This design comes from an exercise in tuning for small area on the open sky130 flow, not from production work.
RTL that was checked went through simulation tests only; none was proved equivalent to the original.
The flow treats the clock pin as an ideal source, which a real chip does not have.
No activity file was given, so power comes from the tool's default toggle rates.

==> build 32: inputs <==
==> flow/design.v <==
module reg_file_mp_wbit (
    input  logic s1,
    input  logic a,
    input  logic s0,
    input  logic b,
    input  logic h,
    input  logic q,
    output logic d
);
    assign d = (s1 & a) | (s0 & b) | (h & q);
endmodule
module reg_file_mp_rd3 (
    input  logic s0,
    input  logic d0,
    input  logic s1,
    input  logic d1,
    input  logic s2,
    input  logic d2,
    output logic yn
);
    assign yn = !((s0 & d0) | (s1 & d1) | (s2 & d2));
endmodule
module reg_file_mp_rd2 (
    input  logic s0,
    input  logic d0,
    input  logic s1,
    input  logic d1,
    output logic yn
);
    assign yn = !((s0 & d0) | (s1 & d1));
endmodule
module reg_file_mp_or6n (
    input  logic [5:0] pn,
    output logic       y
);
    assign y = !(&pn);
endmodule
module reg_file_mp #(
    parameter int XLEN        = 32,
    parameter int NREGS       = 16,
    parameter int AW          = 4,
    parameter int NRP         = 2,
    parameter int BYPASS      = 1,
    parameter int HARDWIRE_X0 = 1
) (
    input  logic                 clk,
    input  logic                 reset,
    input  logic [NRP*AW-1:0]    rs,
    output logic [NRP*XLEN-1:0]  rdata,
    output logic [NRP-1:0]       rs_busy,
    input  logic [1:0]           we,
    input  logic [2*AW-1:0]      rd,
    input  logic [2*XLEN-1:0]    wd,
    input  logic                 issue_valid,
    input  logic [AW-1:0]        issue_rd,
    output logic                 any_busy
);
    logic [XLEN-1:0]  regs_r [NREGS];
    logic [NREGS-1:0] valid_r;
    logic [NREGS-1:0] busy_r;
    logic [AW-1:0]    rd0_s;
    logic [AW-1:0]    rd1_s;
    logic [XLEN-1:0]  wd0_s;
    logic [XLEN-1:0]  wd1_s;
    logic             wr1_s;
    logic             wr0_s;
    logic [NREGS-1:0] sel1_s;
    logic [NREGS-1:0] sel0_s;
    logic [NREGS-1:0] hold_s;
    logic [NREGS-1:0] iss_s;
    assign rd0_s = rd[0 +: AW];
    assign rd1_s = rd[AW +: AW];
    assign wd0_s = wd[0 +: XLEN];
    assign wd1_s = wd[XLEN +: XLEN];
    genvar gk, gb;
    generate
        for (gk = 0; gk < NREGS; gk++) begin : g_reg
            if (gk >= 1) begin : g_st
                logic [XLEN-1:0] q_r;
                logic [XLEN-1:0] d_s;
                logic            valid_q;
                logic            busy_q;
                assign sel1_s[gk] = we[1] && (rd1_s == AW'(gk));
                assign sel0_s[gk] = we[0] && (rd0_s == AW'(gk)) && !sel1_s[gk];
                assign hold_s[gk] = !(sel1_s[gk] || sel0_s[gk]);
                assign iss_s[gk]  = issue_valid && (issue_rd == AW'(gk));
                for (gb = 0; gb < XLEN; gb++) begin : g_bit
                    reg_file_mp_wbit u_w (
                        .s1(sel1_s[gk]), .a(wd1_s[gb]),
                        .s0(sel0_s[gk]), .b(wd0_s[gb]),
                        .h(hold_s[gk]),  .q(q_r[gb]),
                        .d(d_s[gb])
                    );
                end
                always_ff @(posedge clk) begin
                    q_r <= d_s;
                end
                always_ff @(posedge clk or posedge reset) begin
                    if (reset) begin
                        valid_q <= 1'b0;
                        busy_q  <= 1'b0;
                    end else begin
                        valid_q <= valid_q | !hold_s[gk];
                        busy_q  <= iss_s[gk] | (busy_q & hold_s[gk]);
                    end
                end
                assign regs_r[gk]  = q_r;
                assign valid_r[gk] = valid_q;
                assign busy_r[gk]  = busy_q;
            end else begin : g_x0
                assign sel1_s[gk]  = 1'b0;
                assign sel0_s[gk]  = 1'b0;
                assign hold_s[gk]  = 1'b1;
                assign iss_s[gk]   = 1'b0;
                assign regs_r[gk]  = {XLEN{1'b0}};
                assign valid_r[gk] = 1'b0;
                assign busy_r[gk]  = 1'b0;
            end
        end
    endgenerate
    assign wr1_s = we[1] && (rd1_s != '0);
    assign wr0_s = we[0] && (rd0_s != '0);
    genvar gi, gj;
    generate
        for (gi = 0; gi < NRP; gi++) begin : g_rport
            logic [AW-1:0]    addr_s;
            logic             hit1_s;
            logic             hit0_s;
            logic             nbyp_s;
            logic             byp1_s;
            logic             byp0_s;
            logic [NREGS-1:0] rsel_s;
            assign addr_s = rs[gi*AW +: AW];
            assign hit1_s = (BYPASS != 0) && wr1_s && (rd1_s == addr_s);
            assign hit0_s = (BYPASS != 0) && wr0_s && (rd0_s == addr_s);
            assign nbyp_s = !hit1_s && !hit0_s;
            assign byp1_s = hit1_s && !reset;
            assign byp0_s = hit0_s && !hit1_s && !reset;
            for (gj = 0; gj < NREGS; gj++) begin : g_sel
                assign rsel_s[gj] = valid_r[gj] && (addr_s == AW'(gj)) && nbyp_s;
            end
            for (gb = 0; gb < XLEN; gb++) begin : g_bit
                logic [5:0] pn_s;
                for (gj = 0; gj < 5; gj++) begin : g_grp
                    reg_file_mp_rd3 u_r (
                        .s0(rsel_s[3*gj+1]), .d0(regs_r[3*gj+1][gb]),
                        .s1(rsel_s[3*gj+2]), .d1(regs_r[3*gj+2][gb]),
                        .s2(rsel_s[3*gj+3]), .d2(regs_r[3*gj+3][gb]),
                        .yn(pn_s[gj])
                    );
                end
                reg_file_mp_rd2 u_b (
                    .s0(byp1_s), .d0(wd1_s[gb]),
                    .s1(byp0_s), .d1(wd0_s[gb]),
                    .yn(pn_s[5])
                );
                reg_file_mp_or6n u_o (
                    .pn(pn_s),
                    .y(rdata[gi*XLEN + gb])
                );
            end
            assign rs_busy[gi] = busy_r[addr_s];
        end
    endgenerate
    assign any_busy = |busy_r;
endmodule
==> flow/run.sh <==
#!/bin/bash
# synth_recipe.tcl (not shown) runs the flow's synth.tcl, then flattens the netlist and writes it again
# the make line also repeats each setting of config.mk as NAME=value (left out here)
make -C /OpenROAD-flow-scripts/flow DESIGN_CONFIG=/design/flow/config.mk WORK_HOME=/design/flow/orfs CLKGATE_MAP_FILE= SYNTH_SCRIPT=/design/flow/synth_recipe.tcl finish
==> flow/config.mk <==
export PLATFORM = sky130hd
export DESIGN_NAME = reg_file_mp
export DESIGN_NICKNAME = reg_file_mp
export VERILOG_FILES = /design/flow/design.v
export SDC_FILE = /design/flow/constraint.sdc
export NUM_CORES = 4
export LEC_CHECK = 0
export CAP_MARGIN = 20
export CORE_MARGIN = 2
export CORE_UTILIZATION = 45
export PLACE_DENSITY = 0.6
export SLEW_MARGIN = 20
export SYNTH_HIERARCHICAL = 1
export SYNTH_MINIMUM_KEEP_SIZE = 0
==> flow/constraint.sdc <==
create_clock -name core_clock -period 6.0 [get_ports {clk}]
set_input_delay 1.2000 -clock core_clock [delete_from_list [all_inputs] [get_ports {clk}]]
set_output_delay 1.2000 -clock core_clock [all_outputs]
set_load 0.01 [all_outputs]
==> trial 94: changes against build 32 <==
==> flow/design.v (replaced) <==
module reg_file_mp_wbit (
    input  logic s1,
    input  logic an,
    input  logic s0n,
    input  logic b,
    input  logic hn,
    input  logic q,
    output logic d
);
    logic z;
    assign z = !((s0n | b) & (hn | q));
    assign d = !((s1 & an) | z);
endmodule
module reg_file_mp_rd3 (
    input  logic s0,
    input  logic d0,
    input  logic s1,
    input  logic d1,
    input  logic s2,
    input  logic d2,
    output logic yn
);
    assign yn = !((s0 & d0) | (s1 & d1) | (s2 & d2));
endmodule
module reg_file_mp_and3 (
    input  logic [2:0] pn,
    output logic       yn
);
    assign yn = &pn;
endmodule
module reg_file_mp_or3n (
    input  logic [2:0] pn,
    output logic       y
);
    assign y = !(&pn);
endmodule
module reg_file_mp #(
    parameter int XLEN        = 32,
    parameter int NREGS       = 16,
    parameter int AW          = 4,
    parameter int NRP         = 2,
    parameter int BYPASS      = 1,
    parameter int HARDWIRE_X0 = 1
) (
    input  logic                 clk,
    input  logic                 reset,
    input  logic [NRP*AW-1:0]    rs,
    output logic [NRP*XLEN-1:0]  rdata,
    output logic [NRP-1:0]       rs_busy,
    input  logic [1:0]           we,
    input  logic [2*AW-1:0]      rd,
    input  logic [2*XLEN-1:0]    wd,
    input  logic                 issue_valid,
    input  logic [AW-1:0]        issue_rd,
    output logic                 any_busy
);
    logic [XLEN-1:0]  regs_r [NREGS];    
    logic [XLEN-1:0]  nxt_s  [NREGS];    
    logic [NREGS-1:0] valid_r;
    logic [NREGS-1:0] busy_r;
    logic [NREGS-1:0] ren_s;             
    logic [AW-1:0]    rd0_s;
    logic [AW-1:0]    rd1_s;
    logic [XLEN-1:0]  wd0_s;
    logic [XLEN-1:0]  wd1_s;
    logic [XLEN-1:0]  wd1n_s;
    logic [NREGS-1:0] sel1_s;
    logic [NREGS-1:0] sel0_s;
    logic [NREGS-1:0] hold_s;
    logic [NREGS-1:0] iss_s;
    assign rd0_s  = rd[0 +: AW];
    assign rd1_s  = rd[AW +: AW];
    assign wd0_s  = wd[0 +: XLEN];
    assign wd1_s  = wd[XLEN +: XLEN];
    assign wd1n_s = ~wd1_s;
    genvar gk, gb;
    generate
        for (gk = 0; gk < NREGS; gk++) begin : g_reg
            if (gk >= 1) begin : g_st
                logic [XLEN-1:0] q_r;
                logic [XLEN-1:0] d_s;
                logic            valid_q;
                logic            busy_q;
                assign sel1_s[gk] = we[1] && (rd1_s == AW'(gk));
                assign sel0_s[gk] = we[0] && (rd0_s == AW'(gk)) && !sel1_s[gk];
                assign hold_s[gk] = !(sel1_s[gk] || sel0_s[gk]);
                assign iss_s[gk]  = issue_valid && (issue_rd == AW'(gk));
                for (gb = 0; gb < XLEN; gb++) begin : g_bit
                    reg_file_mp_wbit u_w (
                        .s1(sel1_s[gk]),   .an(wd1n_s[gb]),
                        .s0n(!sel0_s[gk]), .b(wd0_s[gb]),
                        .hn(!hold_s[gk]),  .q(q_r[gb]),
                        .d(d_s[gb])
                    );
                end
                always_ff @(posedge clk) begin
                    q_r <= d_s;
                end
                always_ff @(posedge clk or posedge reset) begin
                    if (reset) begin
                        valid_q <= 1'b0;
                        busy_q  <= 1'b0;
                    end else begin
                        valid_q <= valid_q | !hold_s[gk];
                        busy_q  <= iss_s[gk] | (busy_q & hold_s[gk]);
                    end
                end
                assign regs_r[gk]  = q_r;
                assign nxt_s[gk]   = d_s;
                assign valid_r[gk] = valid_q;
                assign busy_r[gk]  = busy_q;
                assign ren_s[gk]   = (valid_q || !hold_s[gk]) && !reset;
            end else begin : g_x0
                assign sel1_s[gk]  = 1'b0;
                assign sel0_s[gk]  = 1'b0;
                assign hold_s[gk]  = 1'b1;
                assign iss_s[gk]   = 1'b0;
                assign regs_r[gk]  = {XLEN{1'b0}};
                assign nxt_s[gk]   = {XLEN{1'b0}};
                assign valid_r[gk] = 1'b0;
                assign busy_r[gk]  = 1'b0;
                assign ren_s[gk]   = 1'b0;
            end
        end
    endgenerate
    genvar gi, gj;
    generate
        for (gi = 0; gi < NRP; gi++) begin : g_rport
            logic [AW-1:0]    addr_s;
            logic [NREGS-1:0] rsel_s;
            assign addr_s = rs[gi*AW +: AW];
            for (gj = 0; gj < NREGS; gj++) begin : g_sel
                assign rsel_s[gj] = ren_s[gj] && (addr_s == AW'(gj));
            end
            for (gb = 0; gb < XLEN; gb++) begin : g_bit
                logic [4:0] pn_s;
                logic       qn_s;
                for (gj = 0; gj < 5; gj++) begin : g_grp
                    reg_file_mp_rd3 u_r (
                        .s0(rsel_s[3*gj+1]), .d0(nxt_s[3*gj+1][gb]),
                        .s1(rsel_s[3*gj+2]), .d1(nxt_s[3*gj+2][gb]),
                        .s2(rsel_s[3*gj+3]), .d2(nxt_s[3*gj+3][gb]),
                        .yn(pn_s[gj])
                    );
                end
                reg_file_mp_and3 u_a (
                    .pn(pn_s[2:0]),
                    .yn(qn_s)
                );
                reg_file_mp_or3n u_o (
                    .pn({pn_s[4:3], qn_s}),
                    .y(rdata[gi*XLEN + gb])
                );
            end
            assign rs_busy[gi] = busy_r[addr_s];
        end
    endgenerate
    assign any_busy = |busy_r;
endmodule
==> flow/flow/run.sh (new file) <==
#!/bin/bash
# Own layout flow: the standard flow (standard synthesis, same floorplan,
# placement, CTS and routing scripts) with smaller cells picked in two
# places: port buffers start as buf_1 (repair may upsize them), and the clock
# tree uses clkbuf_8 with larger sink clusters and no dummy loads; after CTS,
# flow/post_cts.tcl upsizes any leaf buffer whose flip-flop clock pins see a
# slow transition. make's output goes to make_finish.log; ORFS keeps each
# step's log under orfs/logs/.
set -euo pipefail
here=$(pwd)
bash standard.sh \
  "BUFFER_PORTS_ARGS=-buffer_cell sky130_fd_sc_hd__buf_1" \
  "CTS_ARGS=-sink_clustering_enable -repair_clock_nets -dont_use_dummy_load -sink_clustering_size 14 -sink_clustering_max_diameter 100 -buf_list sky130_fd_sc_hd__clkbuf_8" \
  "POST_CTS_TCL=$here/flow/post_cts.tcl" \
  finish > make_finish.log 2>&1
==> flow/flow/post_cts.tcl (new file) <==
# Clock leaf buffers: upsize any whose flip-flop clock pins see a slow
# transition, so the clock edge stays sharp at every register.
set clk_slew_target 0.095
estimate_parasitics -placement
set up {}
foreach pin [get_pins -hierarchical */CLK] {
  if {[get_property $pin slew_max] > $clk_slew_target} {
    set net [get_nets -of_objects $pin]
    foreach drv [get_pins -of_objects $net -filter "direction == output"] {
      set inst [get_cells -of_objects $drv]
      set name [get_full_name $inst]
      if {[get_property $inst ref_name] eq "sky130_fd_sc_hd__clkbuf_8" && [lsearch $up $name] < 0} {
        lappend up $name
      }
    }
  }
}
foreach name $up {
  replace_cell [get_cells $name] sky130_fd_sc_hd__clkbuf_16
}
puts "post_cts: upsized [llength $up] clock buffers: $up"
if {[llength $up] > 0} {
  detailed_placement
  estimate_parasitics -placement
}
==> flow/standard.sh (new file) <==
#!/bin/bash
# synth_recipe.tcl (not shown) runs the flow's synth.tcl, then flattens the netlist and writes it again
# the make line also repeats each setting of config.mk as NAME=value (left out here)
make -C /OpenROAD-flow-scripts/flow DESIGN_CONFIG=/design/flow/config.mk WORK_HOME=/design/flow/orfs CLKGATE_MAP_FILE= SYNTH_SCRIPT=/design/flow/synth_recipe.tcl "${@:-finish}"
--- a/flow/config.mk
+++ b/flow/config.mk
@@ -6,9 +6,9 @@
 export NUM_CORES = 4
 export LEC_CHECK = 0
-export CAP_MARGIN = 20
+export CAP_MARGIN = 0
 export CORE_MARGIN = 2
 export CORE_UTILIZATION = 45
 export PLACE_DENSITY = 0.6
-export SLEW_MARGIN = 20
+export SLEW_MARGIN = 0
 export SYNTH_HIERARCHICAL = 1
 export SYNTH_MINIMUM_KEEP_SIZE = 0
removed: flow/run.sh
==> build 28: changes against build 32 <==
--- a/flow/design.v
+++ b/flow/design.v
@@ -1,5 +1,5 @@
 module reg_file_mp_wbit (
-    input  logic s1,
-    input  logic a,
+    input  logic s1n,
+    input  logic an,
     input  logic s0,
     input  logic b,
@@ -8,5 +8,5 @@
     output logic d
 );
-    assign d = (s1 & a) | (s0 & b) | (h & q);
+    assign d = !((s1n | an) & !((s0 & b) | (h & q)));
 endmodule
 module reg_file_mp_rd3 (
@@ -21,18 +21,19 @@
     assign yn = !((s0 & d0) | (s1 & d1) | (s2 & d2));
 endmodule
-module reg_file_mp_rd2 (
-    input  logic s0,
-    input  logic d0,
-    input  logic s1,
-    input  logic d1,
-    output logic yn
+module reg_file_mp_and3 (
+    input  logic [2:0] pn,
+    output logic       yn
 );
-    assign yn = !((s0 & d0) | (s1 & d1));
+    assign yn = &pn;
 endmodule
-module reg_file_mp_or6n (
-    input  logic [5:0] pn,
+module reg_file_mp_fin (
+    input  logic [2:0] pn,
+    input  logic       s0,
+    input  logic       d0,
+    input  logic       s1,
+    input  logic       d1,
     output logic       y
 );
-    assign y = !(&pn);
+    assign y = !((&pn) & !((s0 & d0) | (s1 & d1)));
 endmodule
 module reg_file_mp #(
@@ -63,4 +64,5 @@
     logic [XLEN-1:0]  wd0_s;
     logic [XLEN-1:0]  wd1_s;
+    logic [XLEN-1:0]  wd1n_s;
     logic             wr1_s;
     logic             wr0_s;
@@ -73,4 +75,5 @@
     assign wd0_s = wd[0 +: XLEN];
     assign wd1_s = wd[XLEN +: XLEN];
+    assign wd1n_s = ~wd1_s;
     genvar gk, gb;
     generate
@@ -87,5 +90,5 @@
                 for (gb = 0; gb < XLEN; gb++) begin : g_bit
                     reg_file_mp_wbit u_w (
-                        .s1(sel1_s[gk]), .a(wd1_s[gb]),
+                        .s1n(!sel1_s[gk]), .an(wd1n_s[gb]),
                         .s0(sel0_s[gk]), .b(wd0_s[gb]),
                         .h(hold_s[gk]),  .q(q_r[gb]),
@@ -141,5 +144,6 @@
             end
             for (gb = 0; gb < XLEN; gb++) begin : g_bit
-                logic [5:0] pn_s;
+                logic [4:0] pn_s;
+                logic       qn_s;
                 for (gj = 0; gj < 5; gj++) begin : g_grp
                     reg_file_mp_rd3 u_r (
@@ -150,11 +154,12 @@
                     );
                 end
-                reg_file_mp_rd2 u_b (
+                reg_file_mp_and3 u_a (
+                    .pn(pn_s[2:0]),
+                    .yn(qn_s)
+                );
+                reg_file_mp_fin u_o (
+                    .pn({pn_s[4:3], qn_s}),
                     .s0(byp1_s), .d0(wd1_s[gb]),
                     .s1(byp0_s), .d1(wd0_s[gb]),
-                    .yn(pn_s[5])
-                );
-                reg_file_mp_or6n u_o (
-                    .pn(pn_s),
                     .y(rdata[gi*XLEN + gb])
                 );
==> flow/flow/run.sh (new file) <==
#!/bin/bash
# Own layout flow: the standard flow (standard synthesis, same floorplan,
# placement, CTS and routing scripts) with smaller cells picked in two
# places: port buffers start as buf_1 (repair may upsize them), and the clock
# tree uses clkbuf_8 with larger sink clusters and no dummy loads.
set -euo pipefail
bash standard.sh \
  "BUFFER_PORTS_ARGS=-buffer_cell sky130_fd_sc_hd__buf_1" \
  "CTS_ARGS=-sink_clustering_enable -repair_clock_nets -dont_use_dummy_load -sink_clustering_size 16 -sink_clustering_max_diameter 100 -buf_list sky130_fd_sc_hd__clkbuf_8" \
  finish > make_finish.log 2>&1
==> flow/standard.sh (new file) <==
#!/bin/bash
# synth_recipe.tcl (not shown) runs the flow's synth.tcl, then flattens the netlist and writes it again
# the make line also repeats each setting of config.mk as NAME=value (left out here)
make -C /OpenROAD-flow-scripts/flow DESIGN_CONFIG=/design/flow/config.mk WORK_HOME=/design/flow/orfs CLKGATE_MAP_FILE= SYNTH_SCRIPT=/design/flow/synth_recipe.tcl "${@:-finish}"
--- a/flow/config.mk
+++ b/flow/config.mk
@@ -6,9 +6,9 @@
 export NUM_CORES = 4
 export LEC_CHECK = 0
-export CAP_MARGIN = 20
+export CAP_MARGIN = 0
 export CORE_MARGIN = 2
-export CORE_UTILIZATION = 45
-export PLACE_DENSITY = 0.6
-export SLEW_MARGIN = 20
+export CORE_UTILIZATION = 55
+export PLACE_DENSITY = 0.7
+export SLEW_MARGIN = 0
 export SYNTH_HIERARCHICAL = 1
 export SYNTH_MINIMUM_KEEP_SIZE = 0
removed: flow/run.sh
==> trial 11: changes against build 32 <==
--- a/flow/design.v
+++ b/flow/design.v
@@ -1,5 +1,5 @@
 module reg_file_mp_wbit (
-    input  logic s1,
-    input  logic a,
+    input  logic s1n,
+    input  logic an,
     input  logic s0,
     input  logic b,
@@ -8,5 +8,5 @@
     output logic d
 );
-    assign d = (s1 & a) | (s0 & b) | (h & q);
+    assign d = !((s1n | an) & !((s0 & b) | (h & q)));
 endmodule
 module reg_file_mp_rd3 (
@@ -21,18 +21,19 @@
     assign yn = !((s0 & d0) | (s1 & d1) | (s2 & d2));
 endmodule
-module reg_file_mp_rd2 (
-    input  logic s0,
-    input  logic d0,
-    input  logic s1,
-    input  logic d1,
-    output logic yn
+module reg_file_mp_and3 (
+    input  logic [2:0] pn,
+    output logic       yn
 );
-    assign yn = !((s0 & d0) | (s1 & d1));
+    assign yn = &pn;
 endmodule
-module reg_file_mp_or6n (
-    input  logic [5:0] pn,
+module reg_file_mp_fin (
+    input  logic [2:0] pn,
+    input  logic       s0,
+    input  logic       d0,
+    input  logic       s1,
+    input  logic       d1,
     output logic       y
 );
-    assign y = !(&pn);
+    assign y = !((&pn) & !((s0 & d0) | (s1 & d1)));
 endmodule
 module reg_file_mp #(
@@ -63,4 +64,5 @@
     logic [XLEN-1:0]  wd0_s;
     logic [XLEN-1:0]  wd1_s;
+    logic [XLEN-1:0]  wd1n_s;
     logic             wr1_s;
     logic             wr0_s;
@@ -73,4 +75,5 @@
     assign wd0_s = wd[0 +: XLEN];
     assign wd1_s = wd[XLEN +: XLEN];
+    assign wd1n_s = ~wd1_s;
     genvar gk, gb;
     generate
@@ -87,5 +90,5 @@
                 for (gb = 0; gb < XLEN; gb++) begin : g_bit
                     reg_file_mp_wbit u_w (
-                        .s1(sel1_s[gk]), .a(wd1_s[gb]),
+                        .s1n(!sel1_s[gk]), .an(wd1n_s[gb]),
                         .s0(sel0_s[gk]), .b(wd0_s[gb]),
                         .h(hold_s[gk]),  .q(q_r[gb]),
@@ -141,5 +144,6 @@
             end
             for (gb = 0; gb < XLEN; gb++) begin : g_bit
-                logic [5:0] pn_s;
+                logic [4:0] pn_s;
+                logic       qn_s;
                 for (gj = 0; gj < 5; gj++) begin : g_grp
                     reg_file_mp_rd3 u_r (
@@ -150,11 +154,12 @@
                     );
                 end
-                reg_file_mp_rd2 u_b (
+                reg_file_mp_and3 u_a (
+                    .pn(pn_s[2:0]),
+                    .yn(qn_s)
+                );
+                reg_file_mp_fin u_o (
+                    .pn({pn_s[4:3], qn_s}),
                     .s0(byp1_s), .d0(wd1_s[gb]),
                     .s1(byp0_s), .d1(wd0_s[gb]),
-                    .yn(pn_s[5])
-                );
-                reg_file_mp_or6n u_o (
-                    .pn(pn_s),
                     .y(rdata[gi*XLEN + gb])
                 );
==> flow/flow/run.sh (new file) <==
#!/bin/bash
# Own layout flow: the standard flow (standard synthesis, same floorplan,
# placement, CTS and routing scripts) with smaller cells picked in three
# places: port buffers start as buf_1 (repair may upsize them), and the clock
# tree uses clkbuf_4/clkbuf_8 without dummy loads.
set -euo pipefail
bash standard.sh \
  "BUFFER_PORTS_ARGS=-buffer_cell sky130_fd_sc_hd__buf_1" \
  "CTS_ARGS=-sink_clustering_enable -repair_clock_nets -dont_use_dummy_load -buf_list {sky130_fd_sc_hd__clkbuf_4 sky130_fd_sc_hd__clkbuf_8}" \
  finish > make_finish.log 2>&1
==> flow/standard.sh (new file) <==
#!/bin/bash
# synth_recipe.tcl (not shown) runs the flow's synth.tcl, then flattens the netlist and writes it again
# the make line also repeats each setting of config.mk as NAME=value (left out here)
make -C /OpenROAD-flow-scripts/flow DESIGN_CONFIG=/design/flow/config.mk WORK_HOME=/design/flow/orfs CLKGATE_MAP_FILE= SYNTH_SCRIPT=/design/flow/synth_recipe.tcl "${@:-finish}"
removed: flow/run.sh
==> summary.txt <==
|  | trial 11 | trial 94 | build 28 | build 32 |
|---|---|---|---|---|
| Clock buffer depth | 3 | - | 3 | 3 |
| Share of total power in sequential cells | 0.518 | 0.517 | 0.574 | 0.462 |
| Min-Delay Startpoint | g_reg[7].g_st.valid_q | g_reg[10].g_st.valid_q | g_reg[10].g_st.valid_q | g_reg[3].g_st.valid_q |
| Wirelength, routed | 111000 um | 109000 um | 106000 um | 117000 um |
| Clock share of power | 0.281 | 0.215 | 0.203 | 0.331 |
| Total power per unit cell area | 358 nW/um^2 | 356 nW/um^2 | 333 nW/um^2 | 356 nW/um^2 |
| Final Hold Slack | 0.482 ns | 0.472 ns | 0.495 ns | 0.483 ns |
| Antenna violations before repair | 1 | 0 | 0 | 4 |
| Worst Tran Pin Value | 1.21 ns | 1.22 ns | 1.34 ns | 1.16 ns |
| Cell area after technology mapping | 22800 sq um | 21300 sq um | 22800 sq um | 23500 sq um |
| Start point of the critical path | rd[4] | rd[5] | rd[6] | rd[7] |
| R2R setup slack | 5.21 ns | 4.84 ns | 5.19 ns | 5.15 ns |
| Core area | 50100 sq um | 46700 sq um | 40800 sq um | 51500 sq um |
| Routed wire length on met2 | 46600 um | 46700 um | 42900 um | 49300 um |
| Arrival @ worst endpoint | 4.44 ns | 4.31 ns | 4.55 ns | 4.72 ns |
| Post-layout utilization of the core | 0.523 | 0.526 | 0.621 | 0.573 |
| Top routing layer used | met5 | met4 | met4 | met5 |
| Met1 Usage GRT | 0.524 | 0.526 | 0.602 | 0.526 |
| Area of the multi-input gates | 12400 sq um | 11100 sq um | 12400 sq um | 11600 sq um |
| Dominant cell by count in the synthesized netlist | sky130_fd_sc_hd__a22oi_1 | sky130_fd_sc_hd__o22ai_1 | sky130_fd_sc_hd__a22oi_1 | sky130_fd_sc_hd__a222oi_1 |
| Non-filler cells, final | 3218 | 3062 | 3036 | 3285 |
| Post-route cell area | 26200 sq um | 24500 sq um | 25400 sq um | 29500 sq um |
| Clock network power | 2.63 mW | 1.88 mW | 1.71 mW | 3.48 mW |
| Status | timing/DRC/antenna clean | timing/DRC/antenna clean | timing/DRC/antenna clean | timing/DRC/antenna clean |
| DR WL/cell | 34.5 um | 35.5 um | 34.8 um | 35.7 um |
| Met3 GRT Util | 0.135 | 0.115 | 0.173 | 0.142 |
No functional check of the RTL was part of build 28 and trial 11.

separate check: timing with driven ports:
The results above use ideal ports. As a check the final layouts listed here were re-extracted and re-timed, cells and wires unchanged.
Step 1: set_driving_cell puts a clkbuf_16 on clk and a buf_2 on each other input, an assumption about the parent block.
Step 2 adds t to the input delays and takes it off the output delays; t is the mean of the earliest and latest rising clock arrival at the registers after step 1. Input paths then give back, and output paths get back, about the clock's delay inside the block.
Slacks: ideal / step 1 / step 2; pairs: ideal / step 1.
| run | t (ns) | slack for setup (ns) | pins driven straight from the clock port |
|---|---|---|---|
| build 32 | 0.685 | 0.075 / 0.045 / 0.045 | 1 |
| trial 94 | 0.713 | 0.488 / 0.466 / 0.466 | 1 |
| build 28 | 0.701 | 0.249 / 0.221 / 0.221 | 1 |
| trial 11 | 0.716 | 0.362 / 0.336 / 0.336 | 1 |
After both steps setup and hold are still met in every run listed. For build 32, which loses most, drivers alone change the setup slack by -0.030 ns; drivers and shift together by -0.030 ns.
